This design comes from an exercise in tuning for small area, a short achievable clock period and few clock cycles per item on the open sky130 flow, not from production work.
Function not checked in this run: the RTL went through the layout flow alone.

`flow/run.sh`:
```
#!/bin/bash
# synth_recipe.tcl (not shown) runs the flow's synth.tcl, then flattens the netlist and writes it again
# the make line also repeats each setting of config.mk as NAME=value (left out here)
make -C /OpenROAD-flow-scripts/flow DESIGN_CONFIG=/design/flow/config.mk WORK_HOME=/design/flow/orfs CLKGATE_MAP_FILE= SYNTH_SCRIPT=/design/flow/synth_recipe.tcl finish
```
`flow/config.mk`:
```
export PLATFORM = sky130hd
export DESIGN_NAME = deconvolution
export DESIGN_NICKNAME = deconvolution
export VERILOG_FILES = /design/flow/design.v
export SDC_FILE = /design/flow/constraint.sdc
export NUM_CORES = 4
export LEC_CHECK = 0
export CAP_MARGIN = 20
export CORE_MARGIN = 2
export CORE_UTILIZATION = 60
export SETUP_SLACK_MARGIN = 4.5
export SLEW_MARGIN = 20
```
`flow/constraint.sdc`:
```
create_clock -name core_clock -period 12.0 [get_ports {clk}]
set_input_delay 2.4000 -clock core_clock [delete_from_list [all_inputs] [get_ports {clk}]]
set_output_delay 2.4000 -clock core_clock [all_outputs]
set_load 0.01 [all_outputs]
```
`flow/design.v`:
```
module deconvolution #(
  parameter int M = 6,
  parameter int N = 8
) (
  input  logic                 clk,
  input  logic                 rst,
  input  logic                 b_we,
  input  logic [$clog2(N)-1:0] b_addr,
  input  logic signed [15:0]   b_wdata,
  input  logic                 start,
  input  logic                 y_valid,
  output logic                 y_ready,
  input  logic signed [31:0]   y_data,
  output logic                 a_valid,
  input  logic                 a_ready,
  output logic signed [15:0]   a_data,
  output logic                 busy,
  output logic                 done,
  output logic                 div_err,
  output logic                 sat,
  output logic                 rem_err
);
  localparam int AW = 35;           
  logic signed [15:0] r_b [0:7];    
  logic [7:0]         r_bv;         
  logic               r_b0s;        
  logic [15:0]        r_a [0:5];    
  logic [5:0]         r_af;
  logic               r_busy, r_done, r_div_err, r_sat, r_rem_err;
  logic               r_dz;         
  logic [3:0]         f_n;          
  logic [2:0]         f_k;          
  logic [2:0]         f_j;          
  logic signed [15:0] a_op, b_op;
  logic               a_flip;       
  logic signed [31:0] y_reg;
  logic               x_valid, x_first, x_last, x_head, x_n12;
  logic signed [AW-1:0] acc;
  logic               c_chk, c_n12, r_tail_done;
  logic [15:0]        dvs;          
  logic [14:0]        dvm1;         
  logic [16:0]        dvs3;         
  logic [2:0]         d_cyc;        
  logic [17:0]        d_p;
  logic [15:0]        d_ql;
  logic               d_ovf, d_neg, d_sr;
  logic [2:0]         n_a;          
  logic [2:0]         n_out;        
  logic [AW-1:0]        w_pp [0:7];
  logic [AW-1:0]        w_k;
  logic signed [AW-1:0] w_base, w_sum;
  logic [AW-2:0]        w_mag;
  always_comb begin
    logic [16:0] ae;
    ae  = {a_op, 1'b0};
    w_k = '0;
    for (int i = 0; i < 8; i++) begin
      logic [2:0]  g;
      logic [17:0] m, s;
      logic        one, two, neg;
      g   = ae[2*i +: 3];
      one = g[0] ^ g[1];
      two = (g[2] & ~g[1] & ~g[0]) | (~g[2] & g[1] & g[0]);
      neg = g[2] ^ ~a_flip;
      m   = ({18{one}} & {{2{b_op[15]}}, b_op}) | ({18{two}} & {b_op[15], b_op, 1'b0});
      s   = m ^ {18{neg}};
      w_pp[i] = AW'({~s[17], s[16:0]}) << (2*i);
      w_k     = w_k + (AW'(neg) << (2*i)) - (AW'(1) << (17 + 2*i));
    end
  end
  assign w_base = x_first ? AW'(y_reg) : acc;
  assign w_sum  = w_base + w_pp[0] + w_pp[1] + w_pp[2] + w_pp[3] + w_pp[4] + w_pp[5] +
                  w_pp[6] + w_pp[7] + w_k;
  assign w_mag  = w_sum[AW-2:0] ^ {(AW-1){w_sum[AW-1]}};
  function automatic logic [30:0] dstep(input logic [30:0] pq, input logic [15:0] dv,
                                        input logic [16:0] dv3);
    logic [16:0] v;
    logic [17:0] t1, t2, t3;
    logic [14:0] p;
    logic [1:0]  q;
    v  = {pq[30:16], pq[15:14]};
    t1 = {1'b0, v} - {2'b0, dv};
    t2 = {1'b0, v} - {1'b0, dv, 1'b0};
    t3 = {1'b0, v} - {1'b0, dv3};
    if (!t3[17])      begin q = 2'd3; p = t3[14:0]; end
    else if (!t2[17]) begin q = 2'd2; p = t2[14:0]; end
    else if (!t1[17]) begin q = 2'd1; p = t1[14:0]; end
    else              begin q = 2'd0; p = v[14:0];  end
    dstep = {p, pq[13:0], q};
  endfunction
  logic        w_ovf, w_dfin, w_c, w_big, w_q32k, w_asat, w_const;
  logic [30:0] w_pq;
  logic [15:0] w_qm, w_aval;
  logic        w_aflip;
  assign w_ovf  = (d_p >= {2'd0, dvs});
  assign w_pq   = dstep(dstep({d_p[14:0], d_ql}, dvs, dvs3), dvs, dvs3);
  assign w_dfin = (d_cyc == 3'd4);
  assign w_qm    = w_pq[15:0];
  assign w_c     = d_sr && (w_pq[30:16] == dvm1);
  assign w_big   = w_qm[15] || (w_c && w_qm == 16'h7fff);                     
  assign w_q32k  = (!w_c && w_qm == 16'h8000) || (w_c && w_qm == 16'h7fff);    
  assign w_const = d_ovf || w_big;
  assign w_asat  = d_ovf || (w_big && !(d_neg && w_q32k));
  assign w_aval  = w_const ? (d_neg ? 16'h8000 : 16'h7fff) : (w_c ? ~w_qm : w_qm);
  assign w_aflip = !w_const && (w_c ? !d_neg : d_neg);
  logic [2:0]  w_kmax_n1, w_kmin;
  logic [3:0]  w_n1;
  logic        w_f_first, w_f_last, w_f_ok, w_f_go, w_byp;
  always_comb begin
    w_kmin    = (f_n < 4'd6) ? ((f_n == 4'd0) ? 3'd0 : 3'd1) : 3'(f_n - 4'd5);
    w_f_first = (f_n < 4'd7) ? (f_k == 3'(f_n)) : (f_k == 3'd7);
    w_f_last  = (f_k == w_kmin);
    w_byp     = w_dfin && (f_j == n_a);
    w_f_ok    = (f_n == 4'd0) || (f_j < n_a) || w_byp;
    w_f_go    = r_busy && (f_n != 4'd13) && w_f_ok && (!w_f_first || y_valid);
    w_n1      = f_n + 4'd1;
    w_kmax_n1 = (w_n1 < 4'd7) ? w_n1[2:0] : 3'd7;
  end
  assign y_ready = r_busy && (f_n != 4'd13) && w_f_first && w_f_ok;
  logic w_a_hs, w_fin;
  assign a_valid = r_busy && (n_out < n_a);
  assign a_data  = !a_valid ? 16'sd0 : r_af[n_out] ? -$signed(r_a[n_out]) : $signed(r_a[n_out]);
  assign w_a_hs  = a_valid && a_ready;
  assign w_fin   = r_busy && (r_dz || ((c_n12 || r_tail_done) &&
                              (n_out == 3'd6 || (n_out == 3'd5 && w_a_hs))));
  assign busy    = r_busy;
  assign done    = r_done;
  assign div_err = r_div_err;
  assign sat     = r_sat;
  assign rem_err = r_rem_err;
  logic signed [15:0] w_b0;
  logic [15:0]        w_b0m;
  assign w_b0  = (b_we && b_addr == 3'd0) ? b_wdata : (r_bv[0] ? r_b[0] : 16'sd0);
  assign w_b0m = w_b0[15] ? 16'(-w_b0) : 16'(w_b0);
  always_ff @(posedge clk or negedge rst) begin
    if (!rst) begin
      r_bv        <= '0;
      r_busy      <= 1'b0;
      r_done      <= 1'b0;
      r_div_err   <= 1'b0;
      r_sat       <= 1'b0;
      r_rem_err   <= 1'b0;
      r_dz        <= 1'b0;
      f_n         <= 4'd13;
      f_k         <= '0;
      f_j         <= '0;
      x_valid     <= 1'b0;
      x_first     <= 1'b0;
      x_last      <= 1'b0;
      x_head      <= 1'b0;
      x_n12       <= 1'b0;
      c_chk       <= 1'b0;
      c_n12       <= 1'b0;
      r_tail_done <= 1'b0;
      d_cyc       <= '0;
      n_a         <= '0;
      n_out       <= '0;
    end else begin
      r_done <= 1'b0;
      if (!r_busy) begin
        if (b_we) r_bv[b_addr] <= 1'b1;
        if (start) begin
          r_busy      <= 1'b1;
          r_dz        <= (w_b0 == 16'sd0);
          r_div_err   <= (w_b0 == 16'sd0);
          r_sat       <= 1'b0;
          r_rem_err   <= 1'b0;
          f_n         <= (w_b0 == 16'sd0) ? 4'd13 : 4'd0;
          f_k         <= '0;
          f_j         <= '0;
          r_tail_done <= 1'b0;
          n_a         <= '0;
          n_out       <= '0;
        end
        x_valid <= 1'b0;
        c_chk   <= 1'b0;
        c_n12   <= 1'b0;
        d_cyc   <= '0;
      end else begin
        x_valid <= w_f_go;
        if (w_f_go) begin
          x_first <= w_f_first;
          x_last  <= w_f_last;
          x_head  <= (f_n < 4'd6);
          x_n12   <= (f_n == 4'd12);
          if (w_f_last) begin
            f_n <= w_n1;
            f_k <= w_kmax_n1;
            f_j <= (w_n1 < 4'd7) ? 3'd0 : 3'(w_n1 - 4'd7);
          end else begin
            f_k <= f_k - 3'd1;
            f_j <= f_j + 3'd1;
          end
        end
        c_chk <= x_valid && x_last && !x_head;
        c_n12 <= x_valid && x_last && x_n12;
        if (c_chk && acc != '0) r_rem_err <= 1'b1;
        if (c_n12) r_tail_done <= 1'b1;
        if (x_valid && x_last && x_head) d_cyc <= 3'd1;
        else if (w_dfin)                  d_cyc <= 3'd0;
        else if (d_cyc != 3'd0)           d_cyc <= d_cyc + 3'd1;
        if (w_dfin) begin
          n_a <= n_a + 3'd1;
          if (w_asat) r_sat <= 1'b1;
        end
        if (w_a_hs) n_out <= n_out + 3'd1;
        if (w_fin) begin
          r_busy <= 1'b0;
          r_done <= 1'b1;
          f_n    <= 4'd13;
        end
      end
    end
  end
  always_ff @(posedge clk) begin
    if (!r_busy && b_we) r_b[b_addr] <= b_wdata;
    if (!r_busy && start) begin
      r_b0s <= w_b0[15];
      dvs  <= w_b0m;
      dvm1 <= 15'(w_b0m - 16'd1);
      dvs3 <= {1'b0, w_b0m} + {w_b0m, 1'b0};
    end
    a_op   <= (f_n == 4'd0) ? 16'sd0 : (w_byp ? w_aval : r_a[f_j]);
    a_flip <= w_byp ? w_aflip : r_af[f_j];
    b_op  <= r_bv[f_k] ? r_b[f_k] : 16'sd0;
    y_reg <= y_data;
    if (x_valid) acc <= w_sum;
    if (x_valid && x_last && x_head) begin
      d_p   <= w_mag[33:16];
      d_ql  <= w_mag[15:0];
      d_neg <= w_sum[AW-1] ^ r_b0s;
      d_sr  <= w_sum[AW-1];
    end else if (d_cyc != 3'd0) begin
      if (d_cyc == 3'd1) d_ovf <= w_ovf;
      d_p  <= {3'd0, w_pq[30:16]};
      d_ql <= w_pq[15:0];
    end
    if (w_dfin) begin
      r_a[n_a]  <= w_aval;
      r_af[n_a] <= w_aflip;
    end
  end
endmodule
```
==> impl_metrics.env <==
export IMPL_gp_congestion=0.987
export IMPL_cp_max_fo=21
export IMPL_viasPerCell=6.70
export IMPL_reg_top3="r_b (128), r_a (96), acc (35)"
export IMPL_fin_crit_ns=7.36
export IMPL_cts_sinks=455
export IMPL_die_h_um=260
export IMPL_wirelength_um=129000
export IMPL_grt_pass1_vias=32500
export IMPL_pin_count=80
export IMPL_grt_use_total=0.371
export IMPL_start_util=0.610
export IMPL_cts_max_level=2
export IMPL_synth_edff_count=350
export IMPL_hold_buffers=0
export IMPL_synth_cells=4109
export IMPL_worstSetupEndpointType="register"
export IMPL_largest_register_ff_count=128
export IMPL_maxSlewHeadroom=0.164
export IMPL_status="complete, no violations"
export IMPL_path_clk_slew_ns=0.06
export IMPL_final_hold_viol_count=0
export IMPL_startpoint_type="register"
export IMPL_use_met2=0.593
export IMPL_io_buffers=79
export IMPL_fmax_ghz=0.136
export IMPL_syn_to_final_growth_pct=13.6
export IMPL_critical_path_max_stage_delay_ns=0.50
export IMPL_core_mm2=0.0647
export IMPL_worst_pin_slew_ns=1.24
export IMPL_grt_overflow=0
export IMPL_dr_pass1_iters=6
export IMPL_antenna_found_initial=7
export IMPL_path_common_cell="buf_4"
export IMPL_async_flop_share=0.0879
export IMPL_required_ns=12.34
export IMPL_slew_viol_final=0
export IMPL_syn_area_per_cell_um2=9.60
export IMPL_fp_row_count=93
export IMPL_cap_violations=0
export IMPL_wl_per_cell_um=25.7
export IMPL_grt_busiest_layer="met2"
export IMPL_critPathKind="reg2reg"
export IMPL_detail_route_antenna_nets=0
export IMPL_holdWs_ns=0.461
export IMPL_clock_latency_ns=0.62
export IMPL_cts_buffer_depth=3
export IMPL_num_vias=33700
export IMPL_hpwl_um=91400
export IMPL_ys_seq_area_frac=0.325
export IMPL_syn_nets=4582
export IMPL_ys_flop_type="edfxtp_1"
export IMPL_yosysTopAreaCell="edfxtp_1"
export IMPL_numCtsBuffers=50
export IMPL_setup_tns_final_ns=0
export IMPL_grt_pass1_wl_um=193000
export IMPL_drc=0
export IMPL_finalSetupViolCount=0
export IMPL_finalNetCount=4613
export IMPL_grtUsageMet1=0.506
export IMPL_cpMaxStageDelayCell="o41a_1"
export IMPL_ys_ff_latch=455
export IMPL_rsz0062_at_grt="yes"
export IMPL_clock_root_buffer="clkbuf_16"
export IMPL_finClkSkew_ns=0.0344
export IMPL_yosys_top_cells_area="edfxtp_1 27%, ha_1 9.2%, fa_1 6.4%"
export IMPL_cts_tree="built"
export IMPL_yosysWarnings=2
export IMPL_top_register="r_b"
export IMPL_initialDrtViolationCount=4055
export IMPL_hold_class="reg2reg"
export IMPL_syn_area_mm2=0.0394
export IMPL_arrival_ns=7.70
export IMPL_synth_distinct_cells=99
export IMPL_fp_dieW_um=260
export IMPL_die_area_mm2=0.0678
export IMPL_drive_gt1_frac=0.146
export IMPL_grt_max_degree=82
export IMPL_grt_use_met3=0.0721
export IMPL_finalCritPeriodShare=0.613
export IMPL_synth_top_area_frac=0.267
[cells by family (layout without fill, tap and decap cells)]
group	count (synthesis)	in the layout	share of synthesized area
muxes	207	207	0.0756
adders and majority gates	480	480	0.172
buffers and inverters	572	644	0.0556
other	0	1	0
xor gates and xnor gates	349	349	0.0779
AOI/OAI and AO/OA	1074	1074	0.174
DFF	455	455	0.325
and+or+nand+nor	972	973	0.119
[cell usage in the layout (no fill, tap or decap), types with 14 or more instances in the layout]
master           instances
xnor2_1                214
xor2_1                 122
nand3_1                 66
buf_6                   17
edfxtp_1               350
a22oi_1                 19
mux2i_1                 90
mux4_2                  68
nor2b_1                 85
nand2b_1                40
or3_1                   20
o21a_1                  35
nor2_1                 239
clkdlybuf4s50_1         76
o22ai_1                 95
a21oi_1                288
dfrtp_1                 33
or2_2                   16
maj3_1                  64
a21oi_2                 23
a21o_1                  51
a221oi_1                35
a211oi_1                22
fa_1                   126
o31ai_1                 16
and2_1                  14
o21ai_0                217
o21bai_1                19
clkbuf_16               58
a31oi_1                 44
ha_1                   279
nand4_1                 18
inv_1                  284
dfxtp_1                 55
o211ai_1                30
nand2_1                277
nor3_1                  50
buf_4                  130
and3_1                  36
mux2_2                  44
[final timing paths]
kind	endpoint	from	cells after the start	slack, ns
worst max-delay path	r_a[5][2]	dvs[11]	26	4.64
min in group asynchronous	n_out[0]	rst	1	1.90
worst min register to register	r_bv[6]	r_bv[6]	1	0.46
max in group asynchronous	x_first	rst	1	9.46
worst min-delay path	r_bv[6]	r_bv[6]	1	0.46
worst max register to register	r_a[5][2]	dvs[11]	26	4.64
[cell usage after synthesis (40+ instances only)]
cell      instances
edfxtp_1        350
a21oi_1         315
inv_1           298
ha_1            289
nand2_1         285
nor2_1          250
o21ai_0         233
clkbuf_1        219
xnor2_1         219
xor2_1          129
fa_1            127
o22ai_1          96
mux2i_1          93
nor2b_1          90
mux4_2           68
nand3_1          66
dfxtp_1          65
maj3_1           64
nor3_1           61
a21o_1           53
mux2_2           46
a31oi_1          45
buf_1            42
nand2b_1         42
a221oi_1         40
[critical path: cells and delay by family, from the launching register on]
family / cells / cell delay (ns)
AND/OR/NAND/NOR: 8 / 2.06
AO/OA/AOI/OAI: 7 / 2.06
buffers and inverters: 8 / 1.55
adder cells (fa/ha/maj): 2 / 0.81
flip-flops: 1 / 0.38
multiplexers: 1 / 0.20
[area by class of cell]
type	instances	area, um2
diodes	1	2.50
clock buffers	68	1410
clock inverters	26	312
fillers	4890	19900
inverters	298	1150
multi-input cells	3083	25500
flip-flops and latches	455	12900
well taps	855	1070
repair buffers	252	2530
[through the flow]
stage	utilization	cell area (um2)	std cells	worst slack (ns)
final	0.693	44800	5038	4.64
after global routing	0.693	44800	5038	4.43
after CTS	0.674	43600	4971	4.50
after detailed placement	0.631	40800	4834	2.75
after global placement	0.631	40800	4834	3.00
after floorplan	-	39400	4109	4.62
[repair_timing]
| action | 4_1_cts | 5_1_grt |
|---|---|---|
| pin swaps | 12 | 36 |
| gates cloned | 4 | 9 |
| resized for setup | 146 | 141 |
| endpoints found under the setup margin | 172 | 160 |
| buffers inserted | 39 | 57 |
[routing by layer]
metal  up-vias  part of all wire
met3       327              0.10
met4        10             0.040
met1     16500              0.40
li1      14900                 -
met5         -           0.00048
met2      1938              0.46

==> what the ideal ports hide <==
The flow's constraints put no driver on any port. The routed layout listed below was extracted and timed again, unchanged, in two steps. Step 1 sets driving cells, clkbuf_16 on the clock port and buf_2 on the other inputs (assumed; they add their load-dependent delay and slew). Step 2, shift: input delay + t, output delay - t, t = (earliest + latest rising clock arrival at the registers) / 2. This alone moves slack from input paths to output paths. Three values: no drivers, after step 1, after step 2; two values: the first two.
t (ns): 0.665
setup WS [ns]: 4.644 / 4.644 / 4.305
worst hold slack (ns): 0.461 / 0.461 / 0.461
latest minus earliest clock arrival (ns): 0.039 / 0.038
After both steps setup and hold are still met in this run. The setup slack of this run moves by 0.000 ns with the drivers and by -0.339 ns with both steps.
